Background: an optimization exercise with open tools, aiming at small area and few clock cycles. Do not read the settings as production practice. The RTL was checked by simulation tests, not by an equivalence proof against the original design. Power and IR drop assume default switching activity.

==> inputs of run a <==
// mipsCore
module mipsCore (
	input logic clk_i,
	input logic reset_i,
	input logic [31:0] instr_i,
	input logic [31:0] dataRdata_i,
	output logic [31:0] pc_o,
	output logic [31:0] dataAddr_o,
	output logic [31:0] dataWdata_o,
	output logic dataWe_o,
	output logic retire_o,
	output logic [31:0] retirePc_o,
	output logic [4:0] retireReg_o,
	output logic [31:0] retireData_o
);
Settings: LEC_CHECK=0, CAP_MARGIN=20, CORE_MARGIN=2, CORE_UTILIZATION=40, SLEW_MARGIN=20, SYNTH_HIERARCHICAL=1; clock period 6.0 ns.
run.sh (not shown) runs the stock make flow with config.mk's settings and CLKGATE_MAP_FILE= SYNTH_SCRIPT=/design/flow/synth_recipe.tcl, a recipe that flattens the netlist after the stock synthesis.
==> run b: changes against run a <==
--- a/flow/design.v
+++ b/flow/design.v
@@ -62,10 +62,54 @@
 endpackage
 `default_nettype wire
 `timescale 1ns/10ps
 `default_nettype none
 import mipsPkg::*;
+module aluPick4 (
+	input logic [3:0] sel_i,
+	input logic [31:0] d0_i,
+	input logic [31:0] d1_i,
+	input logic [31:0] d2_i,
+	input logic [31:0] d3_i,
+	output logic [31:0] y_o
+);
+	assign y_o = ~(~((d0_i & {32{sel_i[0]}}) | (d1_i & {32{sel_i[1]}}) | (d2_i & {32{sel_i[2]}})) &
+		~(d3_i & {32{sel_i[3]}}));
+endmodule
+module aluPick2 (
+	input logic [1:0] sel_i,
+	input logic [31:0] d0_i,
+	input logic [31:0] d1_i,
+	output logic [31:0] y_o
+);
+	assign y_o = (d0_i & {32{sel_i[0]}}) | (d1_i & {32{sel_i[1]}});
+endmodule
+module aluShiftRight (
+	input logic [31:0] d_i,
+	input logic [4:0] shamt_i,
+	input logic fill_i,
+	output logic [31:0] y_o
+);
+	logic [3:0] selLo, selMid;
+	logic [63:0] ext0, ext1, ext2;
+	logic [31:0] step0, step1;
+	always_comb begin
+		for (int n = 0; n < 4; n++) begin
+			selLo[n] = shamt_i[1:0] == 2'(n);
+			selMid[n] = shamt_i[3:2] == 2'(n);
+		end
+	end
+	assign ext0 = {{32{fill_i}}, d_i};
+	aluPick4 u_lo (.sel_i(selLo), .d0_i(ext0[31:0]), .d1_i(ext0[32:1]), .d2_i(ext0[33:2]),
+		.d3_i(ext0[34:3]), .y_o(step0));
+	assign ext1 = {{32{fill_i}}, step0};
+	aluPick4 u_mid (.sel_i(selMid), .d0_i(ext1[31:0]), .d1_i(ext1[35:4]), .d2_i(ext1[39:8]),
+		.d3_i(ext1[43:12]), .y_o(step1));
+	assign ext2 = {{32{fill_i}}, step1};
+	aluPick2 u_hi (.sel_i({shamt_i[4], ~shamt_i[4]}), .d0_i(ext2[31:0]), .d1_i(ext2[47:16]),
+		.y_o(y_o));
+endmodule
 module alu (
 	input logic [31:0] a_i,
 	input logic [31:0] b_i,
 	input logic [4:0] shamt_i,
 	input logic [3:0] op_i,
@@ -111,12 +155,12 @@
 	assign ltu = ~cout;
 	assign lt = (a_i[31] == b_i[31]) ? sum_o[31] : a_i[31];
 	assign equal_o = p == '0;
 	assign left = op_i == aluSll;
 	assign fill = op_i == aluSra && b_i[31];
-	assign shIn = left ? rev32(b_i) : b_i;
-	assign shOut = 32'({{32{fill}}, shIn} >> shamt_i);
+	aluPick2 u_rev (.sel_i({left, ~left}), .d0_i(b_i), .d1_i(rev32(b_i)), .y_o(shIn));
+	aluShiftRight u_shift (.d_i(shIn), .shamt_i(shamt_i), .fill_i(fill), .y_o(shOut));
 	assign shRev = rev32(shOut);
 	always_comb begin
 		y_o = '0;
 		if (op_i == aluAdd || op_i == aluSub) y_o = y_o | sum_o;
 		if (op_i == aluAnd) y_o = y_o | g;
@@ -207,11 +251,11 @@
 	logic [1023:0] regs;
 	logic [1023:0] next;
 	logic [31:0] wsel, load;
 	logic [31:0] wd;
 	regDec u_wdec (.a_i(waddr_i), .en_i(we_i), .y_o(wsel));
-	assign wd = wdata_i & {32{~reset_i}};
+	assign wd = wdata_i;
 	assign load = wsel | {32{reset_i}};
 	assign regs[31:0] = '0;
 	assign next[31:0] = '0;
 	for (genvar n = 1; n < 32; n++) begin : g_reg
 		regHold u_hold (
@@ -376,11 +420,11 @@
 	logic [4:0] writeRegE;
 	logic [25:0] fieldsE;
 	logic [31:2] pcE;
 	logic [31:0] srcAE, srcBE, fwdAE, fwdBE, immExtE, aluBE, aluYE, sumE;
 	logic equalE, takenE;
-	logic regWriteM, memToRegM, memWriteM;
+	logic regWriteM, memToRegM, memWriteM, keepM;
 	logic [4:0] writeRegM;
 	logic [31:2] pcM;
 	logic [31:0] aluOutM, writeDataM, resultM;
 	assign instrD = instr_i;
 	assign instrD_o = instrD;
@@ -474,15 +518,16 @@
 		writeDataM <= fwdBE;
 	end
 	assign dataAddr_o = aluOutM;
 	assign dataWdata_o = writeDataM;
 	assign dataWe_o = memWriteM;
-	assign resultM = memToRegM ? dataRdata_i : aluOutM;
+	assign keepM = !reset_i && writeRegM != 5'd0;
+	assign resultM = (dataRdata_i & {32{keepM && memToRegM}}) | (aluOutM & {32{keepM && !memToRegM}});
 	assign retire_o = regWriteM;
 	assign retirePc_o = {pcM, 2'b00};
 	assign retireReg_o = writeRegM;
-	assign retireData_o = (writeRegM == 5'd0) ? '0 : resultM;
+	assign retireData_o = resultM;
 endmodule
 `default_nettype wire
 `timescale 1ns/10ps
 `default_nettype none
 import mipsPkg::*;
Settings changed: CORE_UTILIZATION 40 to 55, CTS_CLUSTER_DIAMETER set to 100, CTS_CLUSTER_SIZE set to 25.
==> run c: changes against run a <==
--- a/flow/design.v
+++ b/flow/design.v
@@ -36,10 +36,11 @@
 	localparam logic [3:0] aluSltu = 4'd7;
 	localparam logic [3:0] aluSll = 4'd8;
 	localparam logic [3:0] aluSrl = 4'd9;
 	localparam logic [3:0] aluSra = 4'd10;
 	localparam logic [3:0] aluLui = 4'd11;
+	localparam logic [3:0] aluLink = 4'd12;
 	localparam logic [1:0] fwdNone = 2'd0;
 	localparam logic [1:0] fwdMem = 2'd1;
 	localparam logic [1:0] fwdWb = 2'd2;
 	localparam logic [4:0] linkReg = 5'd31;
 	localparam logic [31:0] resetPc = 32'h0000_0000;
@@ -62,15 +63,60 @@
 endpackage
 `default_nettype wire
 `timescale 1ns/10ps
 `default_nettype none
 import mipsPkg::*;
+module aluPick4 (
+	input logic [3:0] sel_i,
+	input logic [31:0] d0_i,
+	input logic [31:0] d1_i,
+	input logic [31:0] d2_i,
+	input logic [31:0] d3_i,
+	output logic [31:0] y_o
+);
+	assign y_o = ~(~((d0_i & {32{sel_i[0]}}) | (d1_i & {32{sel_i[1]}}) | (d2_i & {32{sel_i[2]}})) &
+		~(d3_i & {32{sel_i[3]}}));
+endmodule
+module aluPick2 (
+	input logic [1:0] sel_i,
+	input logic [31:0] d0_i,
+	input logic [31:0] d1_i,
+	output logic [31:0] y_o
+);
+	assign y_o = (d0_i & {32{sel_i[0]}}) | (d1_i & {32{sel_i[1]}});
+endmodule
+module aluShiftRight (
+	input logic [31:0] d_i,
+	input logic [4:0] shamt_i,
+	input logic fill_i,
+	output logic [31:0] y_o
+);
+	logic [3:0] selLo, selMid;
+	logic [63:0] ext0, ext1, ext2;
+	logic [31:0] step0, step1;
+	always_comb begin
+		for (int n = 0; n < 4; n++) begin
+			selLo[n] = shamt_i[1:0] == 2'(n);
+			selMid[n] = shamt_i[3:2] == 2'(n);
+		end
+	end
+	assign ext0 = {{32{fill_i}}, d_i};
+	aluPick4 u_lo (.sel_i(selLo), .d0_i(ext0[31:0]), .d1_i(ext0[32:1]), .d2_i(ext0[33:2]),
+		.d3_i(ext0[34:3]), .y_o(step0));
+	assign ext1 = {{32{fill_i}}, step0};
+	aluPick4 u_mid (.sel_i(selMid), .d0_i(ext1[31:0]), .d1_i(ext1[35:4]), .d2_i(ext1[39:8]),
+		.d3_i(ext1[43:12]), .y_o(step1));
+	assign ext2 = {{32{fill_i}}, step1};
+	aluPick2 u_hi (.sel_i({shamt_i[4], ~shamt_i[4]}), .d0_i(ext2[31:0]), .d1_i(ext2[47:16]),
+		.y_o(y_o));
+endmodule
 module alu (
 	input logic [31:0] a_i,
 	input logic [31:0] b_i,
 	input logic [4:0] shamt_i,
 	input logic [3:0] op_i,
+	input logic [31:0] link_i,
 	output logic [31:0] y_o,
 	output logic [31:0] sum_o,
 	output logic equal_o
 );
 	logic sub, left, fill, lt, ltu, cout;
@@ -111,12 +157,12 @@
 	assign ltu = ~cout;
 	assign lt = (a_i[31] == b_i[31]) ? sum_o[31] : a_i[31];
 	assign equal_o = p == '0;
 	assign left = op_i == aluSll;
 	assign fill = op_i == aluSra && b_i[31];
-	assign shIn = left ? rev32(b_i) : b_i;
-	assign shOut = 32'({{32{fill}}, shIn} >> shamt_i);
+	aluPick2 u_rev (.sel_i({left, ~left}), .d0_i(b_i), .d1_i(rev32(b_i)), .y_o(shIn));
+	aluShiftRight u_shift (.d_i(shIn), .shamt_i(shamt_i), .fill_i(fill), .y_o(shOut));
 	assign shRev = rev32(shOut);
 	always_comb begin
 		y_o = '0;
 		if (op_i == aluAdd || op_i == aluSub) y_o = y_o | sum_o;
 		if (op_i == aluAnd) y_o = y_o | g;
@@ -126,10 +172,11 @@
 		if (op_i == aluSlt) y_o = y_o | {31'd0, lt};
 		if (op_i == aluSltu) y_o = y_o | {31'd0, ltu};
 		if (op_i == aluSrl || op_i == aluSra) y_o = y_o | shOut;
 		if (op_i == aluSll) y_o = y_o | shRev;
 		if (op_i == aluLui) y_o = y_o | {b_i[15:0], 16'd0};
+		if (op_i == aluLink) y_o = y_o | link_i;
 	end
 endmodule
 `default_nettype wire
 `timescale 1ns/10ps
 `default_nettype none
@@ -207,11 +254,11 @@
 	logic [1023:0] regs;
 	logic [1023:0] next;
 	logic [31:0] wsel, load;
 	logic [31:0] wd;
 	regDec u_wdec (.a_i(waddr_i), .en_i(we_i), .y_o(wsel));
-	assign wd = wdata_i & {32{~reset_i}};
+	assign wd = wdata_i;
 	assign load = wsel | {32{reset_i}};
 	assign regs[31:0] = '0;
 	assign next[31:0] = '0;
 	for (genvar n = 1; n < 32; n++) begin : g_reg
 		regHold u_hold (
@@ -308,10 +355,11 @@
 			opJ: jump_o = 1'b1;
 			opJal: begin
 				jump_o = 1'b1;
 				link_o = 1'b1;
 				regWrite_o = 1'b1;
+				aluOp_o = aluLink;
 			end
 			opBeq: branch_o = 1'b1;
 			opBne: begin
 				branch_o = 1'b1;
 				branchNe_o = 1'b1;
@@ -368,19 +416,19 @@
 	logic [31:2] pcF, pcNextF, pcPlus4F, branchTargetF;
 	mipsPkg::instrU instrD;
 	logic bypassAD, bypassBD, forwardAD, forwardBD;
 	logic [31:0] srcAD, srcBD;
 	logic [4:0] writeRegD;
-	logic regWriteE, memToRegE, memWriteE, aluSrcE, zeroExtE, linkE;
+	logic regWriteE, memToRegE, memWriteE, aluSrcE, zeroExtE;
 	logic branchE, branchNeE, jumpE, jumpRegE, forwardAE, forwardBE;
 	logic [3:0] aluOpE;
 	logic [4:0] writeRegE;
 	logic [25:0] fieldsE;
 	logic [31:2] pcE;
 	logic [31:0] srcAE, srcBE, fwdAE, fwdBE, immExtE, aluBE, aluYE, sumE;
 	logic equalE, takenE;
-	logic regWriteM, memToRegM, memWriteM;
+	logic regWriteM, memToRegM, memWriteM, keepM;
 	logic [4:0] writeRegM;
 	logic [31:2] pcM;
 	logic [31:0] aluOutM, writeDataM, resultM;
 	assign instrD = instr_i;
 	assign instrD_o = instrD;
@@ -416,28 +464,29 @@
 			{regWriteE, memWriteE, branchE, jumpE, jumpRegE} <= '0;
 		end else begin
 			{regWriteE, memWriteE, branchE, jumpE, jumpRegE} <=
 				{regWriteD_i, memWriteD_i, branchD_i, jumpD_i, jumpRegD_i};
 		end
-		{memToRegE, aluSrcE, zeroExtE, linkE, branchNeE, aluOpE} <=
-			{memToRegD_i, aluSrcD_i, zeroExtD_i, linkD_i, branchNeD_i, aluOpD_i};
+		{memToRegE, aluSrcE, zeroExtE, branchNeE, aluOpE} <=
+			{memToRegD_i, aluSrcD_i, zeroExtD_i, branchNeD_i, aluOpD_i};
 		{forwardAE, forwardBE} <= {forwardAD, forwardBD};
 		writeRegE <= writeRegD;
 		fieldsE <= instrD[25:0];
 		pcE <= pcF;
 		srcAE <= srcAD;
 		srcBE <= srcBD;
 	end
-	assign fwdAE = forwardAE ? resultM : srcAE;
-	assign fwdBE = forwardBE ? resultM : srcBE;
+	aluPick2 u_fwdA (.sel_i({forwardAE, ~forwardAE}), .d0_i(srcAE), .d1_i(resultM), .y_o(fwdAE));
+	aluPick2 u_fwdB (.sel_i({forwardBE, ~forwardBE}), .d0_i(srcBE), .d1_i(resultM), .y_o(fwdBE));
 	assign immExtE = zeroExtE ? {16'd0, fieldsE[15:0]} : {{16{fieldsE[15]}}, fieldsE[15:0]};
-	assign aluBE = aluSrcE ? immExtE : fwdBE;
+	aluPick2 u_aluB (.sel_i({aluSrcE, ~aluSrcE}), .d0_i(fwdBE), .d1_i(immExtE), .y_o(aluBE));
 	alu u_alu (
 		.a_i(fwdAE),
 		.b_i(aluBE),
 		.shamt_i(fieldsE[10:6]),
 		.op_i(aluOpE),
+		.link_i({pcPlus4F, 2'b00}),
 		.y_o(aluYE),
 		.sum_o(sumE),
 		.equal_o(equalE)
 	);
 	assign pcPlus4F = pcF + 30'd1;
@@ -468,21 +517,23 @@
 			{regWriteM, memWriteM} <= {regWriteE, memWriteE};
 		end
 		memToRegM <= memToRegE;
 		writeRegM <= writeRegE;
 		pcM <= pcE;
-		aluOutM <= linkE ? {pcPlus4F, 2'b00} : aluYE;
+		aluOutM <= aluYE;
 		writeDataM <= fwdBE;
 	end
 	assign dataAddr_o = aluOutM;
 	assign dataWdata_o = writeDataM;
 	assign dataWe_o = memWriteM;
-	assign resultM = memToRegM ? dataRdata_i : aluOutM;
+	assign keepM = !reset_i && writeRegM != 5'd0;
+	aluPick2 u_result (.sel_i({keepM && memToRegM, keepM && !memToRegM}), .d0_i(aluOutM),
+		.d1_i(dataRdata_i), .y_o(resultM));
 	assign retire_o = regWriteM;
 	assign retirePc_o = {pcM, 2'b00};
 	assign retireReg_o = writeRegM;
-	assign retireData_o = (writeRegM == 5'd0) ? '0 : resultM;
+	assign retireData_o = resultM;
 endmodule
 `default_nettype wire
 `timescale 1ns/10ps
 `default_nettype none
 import mipsPkg::*;
==> flow/flow/run.sh (new file) <==
#!/bin/bash
# The standard layout, with the port buffers made of the smallest buffer cell
# instead of the delay buffer that buffer_ports picks by default.
set -euo pipefail
export BUFFER_PORTS_ARGS="-buffer_cell sky130_fd_sc_hd__buf_1"
bash standard.sh > standard.log 2>&1
==> flow/standard.sh (new file) <==
#!/bin/bash
# synth_recipe.tcl (not shown) runs the flow's synth.tcl, then flattens the netlist and writes it again
# the make line also repeats each setting of config.mk as NAME=value (left out here)
make -C /OpenROAD-flow-scripts/flow DESIGN_CONFIG=/design/flow/config.mk WORK_HOME=/design/flow/orfs CLKGATE_MAP_FILE= SYNTH_SCRIPT=/design/flow/synth_recipe.tcl "${@:-finish}"
Settings changed: CORE_UTILIZATION 40 to 60, CTS_CLUSTER_DIAMETER set to 100, CTS_CLUSTER_SIZE set to 25.
removed: flow/run.sh
==> qor summary <==
| item | run a | run b | run c |
|---|---|---|---|
| Fraction of final layout cells sized beyond drive strength 1 | 0.172 | 0.140 | 0.119 |
| Reg2reg setup slack | 0.46 ns | 0.17 ns | 0.60 ns |
| Multi-Input Combinational | 3659 | 3660 | 3520 |
| Die ar. | 153000 um^2 | 111000 um^2 | 101000 um^2 |
| R2R cell count | 25 | 24 | 23 |
| Maximum cell stage delay along the critical path | 0.49 ns | 0.65 ns | 0.41 ns |
| DRT Wirelength | 283 mm | 276 mm | 274 mm |
| # placed instances | 7667 | 6979 | 6643 |
| Post-route core utilization | 0.463 | 0.599 | 0.624 |
| Highest-delay cell along the critical path | clkdlybuf4s50_1 | or4_1 | ha_1 |
| Placed cell areas | 64200 um^2 | 62400 um^2 | 59400 um^2 |
| Vias/cell | 7.08 | 7.96 | 8.34 |
| Startpoint-to-endpoint class of the critical path | primary input to register | register to register | register to register |
| Peak clock frequency supported by timing | 174 MHz | 171 MHz | 185 MHz |
| Run status | finished clean | finished clean | finished clean |
| Routed wire length per instance | 35.7 um | 39.0 um | 40.8 um |
| Cell seen most often among critical-path stages | a21oi_1 | buf_4 | - |
| Actual slew at the worst max-slew pin | 1.31 ns | 1.33 ns | 1.33 ns |
| Final net count | 6033 | 5812 | 5586 |
| Endpoint of the worst-slack reg-to-reg timing path | u_datapath.aluOutM[31] | u_datapath.pcF[31] | u_datapath.aluOutM[0] |
| Sw frac | 0.342 | 0.358 | 0.376 |
| Power attributed to sequential cells | 11.7 mW | 11.7 mW | 12.4 mW |
| Area share of buffers outside the clock network | 0.0867 | 0.0813 | 0.0507 |
| Worst hold margin | 0.324 ns | 0.326 ns | 0.320 ns |
| Clk pwr share | 0.311 | 0.206 | 0.191 |
Testbench counts of run a, summed over its fixed seeds: cycles 54,290.
Testbench counts of run b, summed over its fixed seeds: cycles 54,290.
Testbench counts of run c, summed over its fixed seeds: cycles 54,290.

## re-timing with driven ports
The flow's constraints put no driver on any port. The routed layouts listed below were extracted and timed again, unchanged, in two steps.
Step 1 assumes that a clkbuf_16 drives the clock port and a buf_2 every other input.
Step 2 moves the port delays by t, midway between the first and last clock arrival at a register: inputs arrive t later, outputs are due t later. That takes back most of the time a late clock gives input paths.
Three values: no drivers, after step 1, after step 2; two values: the first two.
run | t (ns) | slack for setup (ns) | hold slack, ns | clock arrival spread, ns
run a | 0.865 | 0.256 / 0.319 / -0.546 | 0.324 / 0.324 / 0.324 | 0.057 / 0.057
run b | 0.839 | 0.168 / 0.168 / -0.225 | 0.326 / 0.326 / 0.326 | 0.072 / 0.072
run c | 0.817 | 0.597 / 0.597 / -0.079 | 0.320 / 0.320 / 0.320 | 0.048 / 0.048
Met with ideal ports but missed after step 2: setup timing in every run listed. The setup slack of run a, which loses most, moves by +0.063 ns with the drivers and by -0.802 ns with both steps.
